Source: an optimization exercise on an open RTL-to-GDS flow (aim: small area, a short achievable clock period and few clock cycles). Production flows keep margins and buffers that such runs may drop.
Function was checked by simulation only, so behaviour that the tests miss may differ from the original.

$ cat design/flow/config.mk
export PLATFORM = sky130hd
export DESIGN_NAME = software_timer_table_unit
export DESIGN_NICKNAME = software_timer_table_unit
export VERILOG_FILES = /design/flow/design.v
export SDC_FILE = /design/flow/constraint.sdc
export NUM_CORES = 4
export LEC_CHECK = 0
export CAP_MARGIN = 20
export CORE_MARGIN = 2
export CORE_UTILIZATION = 40
export SLEW_MARGIN = 20
$ cat design/flow/design.v
`default_nettype none
package stt_pkg;
  typedef enum logic [2:0] {
    OP_ALLOC = 3'd0,
    OP_FREE  = 3'd1,
    OP_BIND  = 3'd2,
    OP_SET   = 3'd3,
    OP_TICK  = 3'd4
  } op_e;
  typedef enum logic [1:0] {
    KIND_GRANT = 2'd0,
    KIND_FAIL  = 2'd1,
    KIND_FIRE  = 2'd2
  } kind_e;
  typedef enum logic [1:0] {
    STATUS_FREE  = 2'd0,
    STATUS_ALLOC = 2'd1,
    STATUS_ARMED = 2'd2
  } status_e;
  typedef struct packed {
    logic [2:0]  op;
    logic [4:0]  timer_index;
    logic [3:0]  queue_id;
    logic [7:0]  payload;
    logic [31:0] delay_ticks;
  } in_req_t;
  typedef struct packed {
    logic [1:0] kind;
    logic [4:0] entry;
    logic [3:0] dest_queue;
    logic [7:0] fire_data;
    logic       last;
  } out_rsp_t;
  typedef struct packed {
    status_e     status;
    logic [31:0] deadline;
    logic [3:0]  queue;
    logic [7:0]  data;
  } entry_t;
  localparam int unsigned EntryWidth = 46;   
endpackage
`default_nettype wire
`default_nettype none
module stt_ram #(
  parameter int unsigned WIDTH = 8,
  parameter int unsigned DEPTH = 32,
  localparam int unsigned AW = (DEPTH > 1) ? $clog2(DEPTH) : 1
) (
  input  wire logic             clk_i,
  input  wire logic             we_i,
  input  wire logic [AW-1:0]    waddr_i,
  input  wire logic [WIDTH-1:0] wdata_i,
  input  wire logic             re_i,
  input  wire logic [AW-1:0]    raddr_i,
  output logic      [WIDTH-1:0] rdata_o
);
  logic [WIDTH-1:0] mem_q [DEPTH];
  always_ff @(posedge clk_i) begin
    if (we_i) begin
      mem_q[waddr_i] <= wdata_i;
    end
    if (re_i) begin
      rdata_o <= mem_q[raddr_i];
    end
  end
endmodule
`default_nettype wire
`default_nettype none
import stt_pkg::*;
module software_timer_table_unit #(
  parameter int unsigned NUM_TIMERS = 32
) (
  input  wire logic              clk_i,
  input  wire logic              rst_ni,
  input  wire logic              in_valid_i,
  output logic                   in_stall_o,
  input  wire logic [51:0]       in_req_i,
  output logic                   out_valid_o,
  input  wire logic              out_stall_i,
  output logic      [19:0]       out_rsp_o
);
  localparam int unsigned TABLE_SIZE = (NUM_TIMERS < 32) ? NUM_TIMERS : 32;
  localparam int unsigned IDX_W = (TABLE_SIZE > 1) ? $clog2(TABLE_SIZE) : 1;
  localparam logic [1:0] S_IDLE  = 2'd0;
  localparam logic [1:0] S_RMW   = 2'd1;
  localparam logic [1:0] S_SCAN  = 2'd2;
  localparam logic [1:0] S_FLUSH = 2'd3;
  localparam logic [EntryWidth-1:0] EntryReset = {STATUS_FREE, 32'd0, 4'd0, 8'd0};
  logic [1:0]            state_q, state_d;
  logic [2:0]            op_q;
  logic [IDX_W-1:0]      cur_q, cur_d;
  logic [3:0]            queue_q;
  logic [7:0]            data_q;
  logic [31:0]           delay_q;
  logic [31:0]           count_q, count_d;
  logic [TABLE_SIZE-1:0] valid_q;
  logic                  pend_valid_q, pend_valid_d;
  stt_pkg::out_rsp_t              pend_q;
  stt_pkg::out_rsp_t              pend_d;
  logic                  out_valid_q;
  stt_pkg::out_rsp_t              out_q;
  logic                  in_acc;
  logic                  out_free;
  logic                  ram_re, ram_we;
  logic [IDX_W-1:0]      ram_raddr;
  logic [EntryWidth-1:0] ram_rdata;
  stt_pkg::entry_t                ent;
  stt_pkg::entry_t                ram_wdata;
  logic                  push;
  stt_pkg::out_rsp_t              push_rsp;
  logic                  last_ent;
  logic                  hit_free, hit_fire;
  stt_pkg::in_req_t               in_req;
  stt_ram #(
    .WIDTH(EntryWidth),
    .DEPTH(TABLE_SIZE)
  ) u_ram (
    .clk_i  (clk_i),
    .we_i   (ram_we),
    .waddr_i(cur_q),
    .wdata_i(ram_wdata),
    .re_i   (ram_re),
    .raddr_i(ram_raddr),
    .rdata_o(ram_rdata)
  );
  assign in_stall_o  = (state_q != S_IDLE);
  assign in_acc      = in_valid_i && !in_stall_o;
  assign out_free    = !out_valid_q || !out_stall_i;
  assign out_valid_o = out_valid_q;
  assign out_rsp_o   = out_q;
  assign in_req      = in_req_i;
  assign ent      = valid_q[cur_q] ? ram_rdata : EntryReset;
  assign last_ent = (cur_q == IDX_W'(TABLE_SIZE - 1));
  assign hit_free = (ent.status == STATUS_FREE);
  assign hit_fire = (ent.status == STATUS_ARMED) && (ent.deadline <= count_q);
  always_comb begin
    state_d      = state_q;
    cur_d        = cur_q;
    count_d      = count_q;
    pend_valid_d = pend_valid_q;
    pend_d       = pend_q;
    ram_re       = 1'b0;
    ram_raddr    = cur_q;
    ram_we       = 1'b0;
    ram_wdata    = ent;
    push         = 1'b0;
    push_rsp     = '0;
    case (state_q)
      S_IDLE: begin
        if (in_acc) begin
          case (in_req.op)
            OP_ALLOC, OP_TICK: begin
              ram_re    = 1'b1;
              ram_raddr = '0;
              cur_d     = '0;
              state_d   = S_SCAN;
              if (in_req.op == OP_TICK) begin
                count_d = count_q + 32'd1;
              end
            end
            OP_FREE, OP_BIND, OP_SET: begin
              if ({1'b0, in_req.timer_index} < 6'(TABLE_SIZE)) begin
                ram_re    = 1'b1;
                ram_raddr = in_req.timer_index[IDX_W-1:0];
                cur_d     = in_req.timer_index[IDX_W-1:0];
                state_d   = S_RMW;
              end
            end
            default: ;
          endcase
        end
      end
      S_RMW: begin
        ram_we  = 1'b1;
        state_d = S_IDLE;
        case (op_q)
          OP_FREE: ram_wdata.status = STATUS_FREE;
          OP_BIND: begin
            ram_wdata.queue = queue_q;
            ram_wdata.data  = data_q;
          end
          OP_SET: begin
            ram_wdata.deadline = delay_q + count_q;
            ram_wdata.status   = STATUS_ARMED;
          end
          default: ram_we = 1'b0;
        endcase
      end
      S_SCAN: begin
        if (op_q == OP_ALLOC) begin
          if (hit_free) begin
            if (out_free) begin
              ram_we           = 1'b1;
              ram_wdata.status = STATUS_ALLOC;
              push             = 1'b1;
              push_rsp         = {KIND_GRANT, 5'(cur_q), 4'd0, 8'd0, 1'b1};
              state_d          = S_IDLE;
            end
          end else if (last_ent) begin
            if (out_free) begin
              push     = 1'b1;
              push_rsp = {KIND_FAIL, 5'd0, 4'd0, 8'd0, 1'b1};
              state_d  = S_IDLE;
            end
          end else begin
            ram_re    = 1'b1;
            ram_raddr = cur_q + 1'b1;
            cur_d     = cur_q + 1'b1;
          end
        end else if (!(hit_fire && pend_valid_q && !out_free)) begin
          if (hit_fire) begin
            ram_we           = 1'b1;
            ram_wdata.status = STATUS_ALLOC;
            pend_valid_d     = 1'b1;
            pend_d           = {KIND_FIRE, 5'(cur_q), ent.queue, ent.data, 1'b0};
            if (pend_valid_q) begin
              push     = 1'b1;
              push_rsp = pend_q;
            end
          end
          if (last_ent) begin
            state_d = S_FLUSH;
          end else begin
            ram_re    = 1'b1;
            ram_raddr = cur_q + 1'b1;
            cur_d     = cur_q + 1'b1;
          end
        end
      end
      S_FLUSH: begin
        if (!pend_valid_q) begin
          state_d = S_IDLE;
        end else if (out_free) begin
          push          = 1'b1;
          push_rsp      = pend_q;
          push_rsp.last = 1'b1;
          pend_valid_d  = 1'b0;
          state_d       = S_IDLE;
        end
      end
      default: state_d = S_IDLE;
    endcase
  end
  always_ff @(posedge clk_i or negedge rst_ni) begin
    if (!rst_ni) begin
      state_q      <= S_IDLE;
      count_q      <= '0;
      valid_q      <= '0;
      pend_valid_q <= 1'b0;
      out_valid_q  <= 1'b0;
      cur_q        <= '0;
    end else begin
      state_q      <= state_d;
      count_q      <= count_d;
      pend_valid_q <= pend_valid_d;
      cur_q        <= cur_d;
      if (ram_we) begin
        valid_q[cur_q] <= 1'b1;
      end
      if (push) begin
        out_valid_q <= 1'b1;
      end else if (!out_stall_i) begin
        out_valid_q <= 1'b0;
      end
    end
  end
  always_ff @(posedge clk_i) begin
    pend_q <= pend_d;
    if (push) begin
      out_q <= push_rsp;
    end
    if (in_acc) begin
      op_q    <= in_req.op;
      queue_q <= in_req.queue_id;
      data_q  <= in_req.payload;
      delay_q <= in_req.delay_ticks;
    end
  end
endmodule
`default_nettype wire
$ cat design/flow/constraint.sdc
create_clock -name core_clock -period 8.0 [get_ports {clk_i}]
set_input_delay 1.6000 -clock core_clock [delete_from_list [all_inputs] [get_ports {clk_i}]]
set_output_delay 1.6000 -clock core_clock [all_outputs]
set_load 0.01 [all_outputs]
$ cat design/flow/run.sh
#!/bin/bash
# synth_recipe.tcl (not shown) runs the flow's synth.tcl, then flattens the netlist and writes it again
# the make line also repeats each setting of config.mk as NAME=value (left out here)
make -C /OpenROAD-flow-scripts/flow DESIGN_CONFIG=/design/flow/config.mk WORK_HOME=/design/flow/orfs CLKGATE_MAP_FILE= SYNTH_SCRIPT=/design/flow/synth_recipe.tcl finish
==> flow_summary.ini <==
[placement]
io_buffer_count = 77
dpl.hpwl_um = 121300
dpl.cell_count = 7017
gp_congestion = 0.8298

[routing]
vias_per_cell = 5.692
drt_first_pass_iters = 6
drt-total-wl_um = 196400
initialDrtViolationCount = 4651
drc_errors = 0
avgRoutedWirePerCell_um = 26.81
antenna_left = 0
via_count = 41700

[worst_setup_path]
worstPathArrival_ps = 8240
cp.depth = 23
required_ps = 8490
worstSetupPathType = reg -> reg
cpLargestDelayFamily = compound AO/OA/AOI/OAI gates
crit_top_cell = buf_4
cp_slowest_cell = dfrtp_1
cp_cell_sequence = mux4_2, a22o_1, a221oi_2, nand2_2, buf_12, and2_1, ha_1, nand4_1, nor4_2, buf_4, nand2_1, a22o_1, a31oi_1, buf_4, a21oi_2, nand2_1, mux2_2, o211ai_4, buf_12, buf_4, o22ai_1, nor4_1, o2111ai_1
cp_slowest_stage_delay_ps = 830
start_kind = flop
path_max_fanout = 33
reg2regPathDepth = 23
end_kind = flop
cp_num_buf_inv = 5

[min_path]
min_path_type = reg -> reg
min_delay_path_depth = 1

[synthesis]
syn_avg_cell_area_um2 = 14.79
synth_compound_area_frac = 0.07177
netlist_area_um2 = 67760
synth_top_family_by_area = simple AND/OR/NAND/NOR gates
yosysTopAreaCell = edfxtp_1
synth_top_area_frac = 0.7099
synthSimpleGateAreaFrac = 0.08909
synth.top_cells.by_area = edfxtp_1, mux2i_1, nand2_1, dfrtp_1, o2111ai_1
synth_nets = 4715
synthXorXnorAreaFrac = 0.007884
ys_top_cells_by_count = edfxtp_1, nand2_1, mux2i_1
synth_mux_area_frac = 0.06125
synth_seq_cells = 1675
synthAdderAreaFrac = 0.01414
synth_edf_count = 1602
synth_top_flop_cell = edfxtp_1
ys_types = 69
yosysSeqAreaShare = 0.7369
synth.most_common_cell = edfxtp_1
yosysWarningCount = 2
async_flop_share = 0.04358
syn_inst = 4583

[layout]
layout.cells.non_filler = 7326
syn_to_final_growth_pct = 19.94
drive_gt1_frac = 0.1510
nets = 5103

[cts]
cts_max_level = 4
clkSlewWorstSetupHoldPaths_ps = 60
cts_tree = yes
numCtsBuffers = 170
insertion_delay_ps = 830
cts-root-buf = clkbuf_16
cts_setup_buffers = 0
clock-sinks = 1675
cts_buffer_depth = 3

[global_route]
grt_remaining_overflow = 0
antenna_found_initial = 1
busiest_layer = met2
grt_pass1_wl_um = 283100
grtUsageMet2 = 0.3690
use_met1 = 0.3008
use_met3 = 0.03717
grt_pass1_vias = 40490
track_usage = 0.2234
grt_max_degree = 118

[sta]
hold_viol_final = 0
slew_headroom = 0.2783
finalCritPeriodShare = 0.9690
slew_violations = 0
tns_ps = 0
final-setup-viol-count = 0
fmax_mhz = 129.0
finClkSkew_ps = 38.09
rsz0062_at_grt = false
final.min_clock_period_ps = 7752
worst_pin_slew_ps = 1080

[floorplan]
start_util = 0.4012
rows = 151
die_area_um2 = 172700
die-width_um = 415.6
die_y_um = 415.6
pin_count = 78
core-area_um2 = 168900

[pwr]
powerDensity_nw_per_um2 = 419.7
power_uw = 34110
ir_worst_vdd_mv = 0.3666
p_leak_uw = 0.02818

[outcome]
outcome = finished clean

[flow_run]
cap_viol_max_count = 0
==> what timing repair did <==
item                                    in CTS  in global routing
endpoints found under the hold margin        0                  0
gates resized for setup                      1                  3
hold buffers                                 0                  0
endpoints found under the setup margin       1                  3
==> path summary, 6_finish.rpt <==
path                                              start                           to  slack, ps
worst max-delay path                 cur_q[1]$_DFF_PN0_  u_ram.rdata_o[14]$_DFFE_PP_        250
worst max register to register       cur_q[1]$_DFF_PN0_  u_ram.rdata_o[14]$_DFFE_PP_        250
worst min-delay path            valid_q[30]$_DFFE_PN0P_      valid_q[30]$_DFFE_PN0P_        460
min in group asynchronous                        rst_ni           cur_q[1]$_DFF_PN0_        730
max in group asynchronous                        rst_ni       count_q[2]$_DFFE_PN0P_       6110
worst min register to register  valid_q[30]$_DFFE_PN0P_      valid_q[30]$_DFFE_PN0P_        460
==> through the flow <==
step                      hold WS (ps)  setup WS, ps    util  instance area [um2]
after floorplan                  423.1         456.5       -                67760
after global placement           445.0         2.194  0.4482                75700
after detailed placement         449.7        -21.84  0.4487                75780
after CTS                        463.4         191.8  0.4807                81200
after global routing             474.5         128.6  0.4812                81270
final                            462.1         248.1  0.4812                81270
==> metal layers <==
metal / vias to the layer above / wire [um] / part of all wire
li1: 18450 / - / -
met1: 21300 / 82070 / 0.42
met2: 1613 / 95210 / 0.48
met3: 331 / 13060 / 0.066
met4: 0 / 6101 / 0.031
met5: - / 0 / 0
==> worst reg2reg max path, delay by kind of cell, from the launching register on <==
kind | cells | cell delay (ps)
AOI/OAI and AO/OA | 8 | 2340
and+or+nand+nor | 7 | 1900
buffers and inverters | 5 | 1110
muxes | 2 | 930
DFF | 1 | 830
adders and majority gates | 1 | 310
==> registers in the layout (all words and copies together) (netlist names) <==
register and count:
out_q 20, delay_q 32, data_q 8, u_ram.rdata_o 46
valid_q 32, count_q 32, out_valid_q 1, state_q 2
cur_q 5, queue_q 4, pend_q 17, op_q 3
u_ram.mem_q 1472, pend_valid_q 1
==> report_power, final <==
group          internal [uW]  total [uW]  switching (uW)
Combinational           5390       14500            9080
Sequential             11500       11900             305
Clock                   4390        7780            3390
==> layout by cell type, fill, tap and decap left out, types with 14 or more instances in the layout <==
| cell type | Yosys | final |
|---|---|---|
| inv_1 | 57 | 57 |
| buf_4 | 10 | 209 |
| xnor2_1 | 45 | 45 |
| o2111ai_1 | 136 | 136 |
| clkinv_2 | 0 | 33 |
| clkbuf_16 | 0 | 174 |
| nand2_1 | 900 | 896 |
| and3_4 | 0 | 31 |
| nand3_1 | 207 | 206 |
| clkbuf_1 | 132 | 30 |
| edfxtp_1 | 1602 | 1602 |
| mux2i_1 | 382 | 382 |
| clkdlybuf4s50_1 | 0 | 76 |
| a31oi_1 | 95 | 95 |
| dfrtp_1 | 73 | 72 |
| o21ai_4 | 0 | 18 |
| o22ai_1 | 184 | 184 |
| nor2_1 | 40 | 39 |
| and2_1 | 65 | 64 |
| buf_12 | 0 | 174 |
| nand4_1 | 14 | 14 |
| ha_1 | 75 | 75 |
| clkinv_1 | 0 | 34 |
| nor4_1 | 51 | 50 |
| xor2_1 | 16 | 16 |
| o21ai_0 | 55 | 23 |
| mux2_2 | 15 | 15 |
| a31o_2 | 35 | 34 |
| a22oi_1 | 48 | 48 |
| a21oi_1 | 50 | 48 |
==> cell type report <==
type	count	area, um2
Antenna cell	1	2.502
Timing Repair Buffer	460	5824
Fill cell	14390	87630
Inverter	59	229.0
Multi-Input combinational cell	2605	17100
Clock buffer	212	4577
Clock inverter	96	834.6
Sequential cell	1675	49930
Tap cell	2218	2775
==> kinds of logic after synthesis <==
group,after synthesis
muxes,404
and+or+nand+nor,1377
AOI/OAI and AO/OA,687
adders and majority gates,76
buffers and inverters,303
xor gates and xnor gates,61
DFF,1675
Testbench counts, summed over its fixed seeds: cycles 190,526.

separate check: timing with driven ports:
No port has a modelled driver above. Below, the same layout with a new extraction and two added sets of constraints. Step 1 (the two cells are an assumption about what drives the block):
set clk [get_ports {clk_i}]
set_driving_cell -lib_cell sky130_fd_sc_hd__clkbuf_16 $clk
set_driving_cell -lib_cell sky130_fd_sc_hd__buf_2 [delete_from_list [all_inputs] $clk]
Step 2 adds t to the input delays and takes it off the output delays; t is the mean of the earliest and latest rising clock arrival at the registers after step 1. Input paths then give back, and output paths get back, about the clock's delay inside the block. Three values: ideal, step 1, step 2; two values: the first two.
shift t [ns]: 0.900
setup WS [ns]: 0.248 / 0.248 / 0.248
pins driven straight from the clock port: 1
After both steps this run still meets setup and hold. For this run, drivers alone change the setup slack by 0.000 ns; drivers and shift together by 0.000 ns.
